Source: an optimization exercise on an open RTL-to-GDS flow (aim: small area and few clock cycles). Production flows keep margins and buffers that such runs may drop. The RTL was checked by simulation tests, not by an equivalence proof against the original design. The flow treats the clock pin as an ideal source, which a real chip does not have. No activity file was given, so power comes from the tool's default toggle rates.

Setup of the baseline:
==> flow/design.v <==
package rgbb_pkg;
    localparam int MAX_DIM = 4096;
endpackage
module rgb565_to_bmp24_stream_top (
    input  logic        i_clk,
    input  logic        i_rst_n,
    input  logic        i_cfg_we,
    input  logic [0:0]  i_cfg_idx,
    input  logic [12:0] i_cfg_data,
    input  logic        i_pixel_valid,
    output logic        o_pixel_ready,
    input  logic [15:0] i_pixel,
    output logic        o_byte_valid,
    input  logic        i_byte_ready,
    output logic [7:0]  o_out_byte,
    output logic        o_last_of_item,
    output logic        o_end_of_file
);
    logic [11:0] r_wm, r_hm, cfg_cl;
    logic [12:0] r_w, r_h;
    assign cfg_cl = i_cfg_data[12] ? 12'd0 :
                    {i_cfg_data[11:1], i_cfg_data[0] | (i_cfg_data[11:1] == 11'd0)};
    assign r_w    = {r_wm == 12'd0, r_wm};
    assign r_h    = {r_hm == 12'd0, r_hm};
    always_ff @(posedge i_clk) begin
        if (!i_rst_n) begin
            r_wm <= 12'd320;
            r_hm <= 12'd180;
        end else if (i_cfg_we) begin
            if (i_cfg_idx == 1'b0) r_wm <= cfg_cl;
            else                   r_hm <= cfg_cl;
        end
    end
    logic        r_full;
    logic [5:0]  r_pos;
    logic [15:0] r_px;
    logic [23:0] r_acc;
    logic [3:0]  r_mcnt;
    logic        r_wbit;
    logic        r_bor;
    logic        mdone, mrestart, mfile;
    logic        a_i, r_i;
    logic [12:0] msum;
    logic [3:0]  mcnt_inc;
    logic        row_end, file_end;
    logic [1:0]  pad;
    logic        last;
    logic        take, done, accept;
    assign row_end  = (&r_acc[23:13]) && !r_acc[12];
    assign file_end = row_end && (&r_acc[11:1]) && !r_acc[0];
    assign pad      = row_end ? r_w[1:0] : 2'd0;
    assign last     = r_pos[5] && r_pos[4] && r_pos[3] && (r_pos[2:0] == 3'd2 + {1'b0, pad});
    assign mdone = r_mcnt[3] & r_mcnt[2];
    assign a_i    = r_acc[1] && !(r_mcnt == 4'd11);
    assign r_i    = r_wbit ^ a_i ^ r_bor;
    always_comb begin
        logic c;
        logic h;
        logic a;
        c = mdone;
        for (int i = 0; i < 12; i++) begin
            h       = r_i & !mdone & r_h[i];
            a       = (mdone && row_end) ? r_acc[i] : r_acc[12+i];
            msum[i] = a ^ h ^ c;
            c       = (a & h) | (c & (a ^ h));
        end
        msum[12] = c | (r_i & !mdone & r_h[12]);
    end
    assign mcnt_inc = {r_mcnt[3] ^ (r_mcnt[2] & r_mcnt[1] & r_mcnt[0]),
                       r_mcnt[2] ^ (r_mcnt[1] & r_mcnt[0]),
                       r_mcnt[1] ^ r_mcnt[0], !r_mcnt[0]};
    logic hdr_acc;
    assign hdr_acc = !r_pos[4] && !r_pos[3] && r_pos[2];
    assign o_byte_valid  = r_full && !(hdr_acc && !mdone);
    assign take          = o_byte_valid && i_byte_ready;
    assign done          = take && last;
    assign o_pixel_ready = !r_full || done;
    assign accept        = i_pixel_valid && o_pixel_ready;
    logic r_wpend;
    always_ff @(posedge i_clk) r_wpend <= !i_rst_n || (i_cfg_we && i_cfg_idx == 1'b0);
    assign mrestart = !i_rst_n || i_cfg_we || r_wpend || (done && file_end)
                   || (take && r_pos == 6'd7);
    assign mfile    = !(&r_pos[2:0]);
    always_ff @(posedge i_clk) begin
        if (mrestart) begin
            r_acc   <= {mfile ? 12'd13 : 12'd0, r_w[12:1]};
            r_mcnt  <= 4'd0;
            r_wbit  <= r_w[0];
            r_bor   <= 1'b0;
        end else if (!mdone) begin
            r_acc   <= {msum, r_acc[11:1]};
            r_mcnt  <= mcnt_inc;
            r_wbit  <= r_acc[0];
            r_bor   <= (!r_wbit && (a_i || r_bor)) || (a_i && r_bor);
        end else if (take && r_pos == 6'd39) begin
            r_acc <= {~r_w[11:0], ~r_h[11:0]};
        end else if (done && row_end) begin
            r_acc <= {~r_w[11:0], msum[11:0]};
        end else if (done) begin
            r_acc[23:12] <= msum[11:0];
        end
    end
    always_ff @(posedge i_clk) begin
        if (!i_rst_n) begin
            r_full  <= 1'b0;
        end else begin
            if (accept) r_full <= 1'b1;
            else if (done) r_full <= 1'b0;
        end
    end
    always_ff @(posedge i_clk) begin
        if (!i_rst_n)  r_pos <= 6'd2;
        else if (done) r_pos <= file_end ? 6'd2 : 6'd56;
        else if (take) r_pos <= r_pos + 6'd1;
    end
    always_ff @(posedge i_clk) begin
        if (accept) r_px <= i_pixel;
    end
    logic [4:0] ch5;
    logic [5:0] g;
    logic [2:0] fr5;
    logic [1:0] fr6;
    logic [7:0] pix_byte;
    assign ch5 = r_pos[1] ? r_px[15:11] : r_px[4:0];
    assign g   = r_px[10:5];
    always_comb begin
        case (ch5)
            5'd0, 5'd1, 5'd2, 5'd3, 5'd4:        fr5 = 3'd0;
            5'd5, 5'd6, 5'd7, 5'd8:              fr5 = 3'd1;
            5'd9, 5'd10, 5'd11, 5'd12, 5'd13:    fr5 = 3'd2;
            5'd14, 5'd15, 5'd16, 5'd17:          fr5 = 3'd3;
            5'd18, 5'd19, 5'd20, 5'd21, 5'd22:   fr5 = 3'd4;
            5'd23, 5'd24, 5'd25, 5'd26:          fr5 = 3'd5;
            5'd27, 5'd28, 5'd29, 5'd30:          fr5 = 3'd6;
            default:                             fr5 = 3'd7;
        endcase
    end
    always_comb begin
        if (g == 6'd63)                          fr6 = 2'd3;
        else if (g[5] && (g[4] || g[3] && (g[2] || g[1]))) fr6 = 2'd2;
        else if (g[5] || g[4] && (g[3] || g[2] && (g[1] || g[0]))) fr6 = 2'd1;
        else                                     fr6 = 2'd0;
    end
    assign pix_byte = r_pos[0] ? {g, fr6} : {ch5, fr5};
    logic [7:0] acc_byte;
    always_comb begin
        case (r_pos[1:0])
            2'd0:    acc_byte = {r_acc[5:0], !r_pos[5], 1'b0};
            2'd1:    acc_byte = r_acc[13:6];
            2'd2:    acc_byte = r_acc[21:14];
            default: acc_byte = {6'd0, r_acc[23:22]};
        endcase
    end
    always_comb begin
        case (r_pos)
            6'd2:  o_out_byte = 8'h42;
            6'd3:  o_out_byte = 8'h4D;
            6'd4, 6'd5, 6'd6, 6'd7, 6'd36, 6'd37, 6'd38, 6'd39: o_out_byte = acc_byte;
            6'd12: o_out_byte = 8'd54;
            6'd16: o_out_byte = 8'd40;
            6'd20: o_out_byte = r_w[7:0];
            6'd21: o_out_byte = {3'd0, r_w[12:8]};
            6'd24: o_out_byte = r_h[7:0];
            6'd25: o_out_byte = {3'd0, r_h[12:8]};
            6'd28: o_out_byte = 8'd1;
            6'd30: o_out_byte = 8'd24;
            6'd56, 6'd57, 6'd58: o_out_byte = pix_byte;
            default: o_out_byte = 8'd0;
        endcase
    end
    assign o_last_of_item = last;
    assign o_end_of_file  = last && file_end;
endmodule
clock: 12.0 ns
lec_check: 0
cap_margin: 0
core_margin: 2
core_utilization: 40
gpl_timing_driven: 0
slew_margin: 0
standard.sh (not shown) runs the stock make flow with config.mk's settings and CLKGATE_MAP_FILE= SYNTH_SCRIPT=/design/flow/synth_recipe.tcl, a recipe that flattens the netlist after the stock synthesis.
==> flow/flow/run.sh <==
#!/bin/bash
# Own layout flow: the standard flow, with three changes that only affect
# how cells are chosen:
#  - the synthesis is the standard one (synth_recipe.tcl) except that ABC maps
#    the combinational logic with an area-oriented script (flow/area.abc);
#    flip-flops are mapped before ABC runs, so they are untouched;
#  - port buffers are sky130_fd_sc_hd__buf_1 instead of the flow's default;
#  - CTS builds the tree from clkbuf_4 without dummy loads, and a hook
#    (flow/clk_upsize.tcl) upsizes the buffers that drive more than 8 pins.
# Each step's full output goes to a log file in the work folder.
set -euo pipefail
W=$(pwd)

cat > "$W/area_synth.tcl" <<EOT
proc abc {args} {
  set i [lsearch -exact \$args -script]
  if {\$i >= 0} { lset args [expr {\$i + 1}] {$W/flow/area.abc} }
  yosys abc {*}\$args
}
source {$W/synth_recipe.tcl}
EOT

sed -e "s#SYNTH_SCRIPT=[^ ]*#SYNTH_SCRIPT=$W/area_synth.tcl#" \
    -e "s#CLKGATE_MAP_FILE= #CLKGATE_MAP_FILE= 'BUFFER_PORTS_ARGS=-buffer_cell sky130_fd_sc_hd__buf_1' 'CTS_ARGS=-sink_clustering_enable -repair_clock_nets -buf_list sky130_fd_sc_hd__clkbuf_4 -dont_use_dummy_load' 'POST_CTS_TCL=$W/flow/clk_upsize.tcl' #" \
    "$W/standard.sh" > "$W/own_standard.sh"

bash "$W/own_standard.sh" synth > "$W/log_synth.txt" 2>&1
bash "$W/own_standard.sh" > "$W/log_layout.txt" 2>&1
==> flow/flow/area.abc <==
strash
 &get -n
 &deepsyn -I 2 -J 200
 &put
 dch -f
 amap
 mfs2
 strash
 &get -n
 &deepsyn -I 2 -J 200
 &put
 &get -n
 &dch -f
 &nf -R 1000
 &put
==> flow/flow/clk_upsize.tcl <==
# Upsize clock tree buffers that drive more than 8 pins from clkbuf_4 to
# clkbuf_8, so that every flip-flop clock pin sees a sharp edge, then legalize
# the placement again.
set big [[ord::get_db] findMaster sky130_fd_sc_hd__clkbuf_8]
set n_up 0
foreach inst [[ord::get_db_block] getInsts] {
  if { [[$inst getMaster] getName] ne "sky130_fd_sc_hd__clkbuf_4" } { continue }
  set net [[$inst findITerm X] getNet]
  if { $net eq "NULL" } { continue }
  if { [llength [$net getITerms]] - 1 > 8 } {
    $inst swapMaster $big
    incr n_up
  }
}
puts "clk_upsize: upsized $n_up clock buffers"
if { $n_up > 0 } {
  detailed_placement
  check_placement -verbose
}
The baseline | stages: all done | timing, DRC, antenna: all pass
Testbench counts of the baseline, summed over its fixed seeds: cycles 21,454.
### the baseline -> the candidate
diff --git a/flow/config.mk b/flow/config.mk
--- a/flow/config.mk
+++ b/flow/config.mk
@@ -8 +8 @@
-export CAP_MARGIN = 0
+export CAP_MARGIN = 20
@@ -12 +12 @@
-export SLEW_MARGIN = 0
+export SLEW_MARGIN = 20
The candidate went all the way through the flow, and no timing, DRC or antenna check failed. | part of the total power dissipated in the clock network | the baseline vs the candidate | ≈ equal |. Going from the baseline to the candidate, the global-route usage was found to have gone up by 0.18 points. Comparing the baseline against the candidate, there is no change at all in share of cell area taken by muxes after synthesis. Met2 global-route usage: the candidate < the baseline.

port drivers added, routing unchanged:
The results above use ideal ports. As a check the final layouts listed here were re-extracted and re-timed, cells and wires unchanged.
Step 1, drivers: a clkbuf_16 drives i_clk and a buf_2 each remaining input, both assumed.
Step 2 adds t to the input delays and takes it off the output delays; t is the mean of the earliest and latest rising clock arrival at the registers after step 1. Input paths then give back, and output paths get back, about the clock's delay inside the block.
Slacks: no drivers / after step 1 / after step 2; pairs: no drivers / after step 1.
| run | t, ns | slack for setup (ns) | cell pins on the clock port's net |
|---|---|---|---|
| the baseline | 0.455 | 4.317 / 4.326 / 3.872 | 1 |
| the candidate | 0.452 | 4.731 / 4.744 / 4.292 | 1 |
After both steps setup and hold are still met in every run listed. The setup slack of the baseline, which loses most, moves by +0.009 ns with the drivers and by -0.445 ns with both steps.
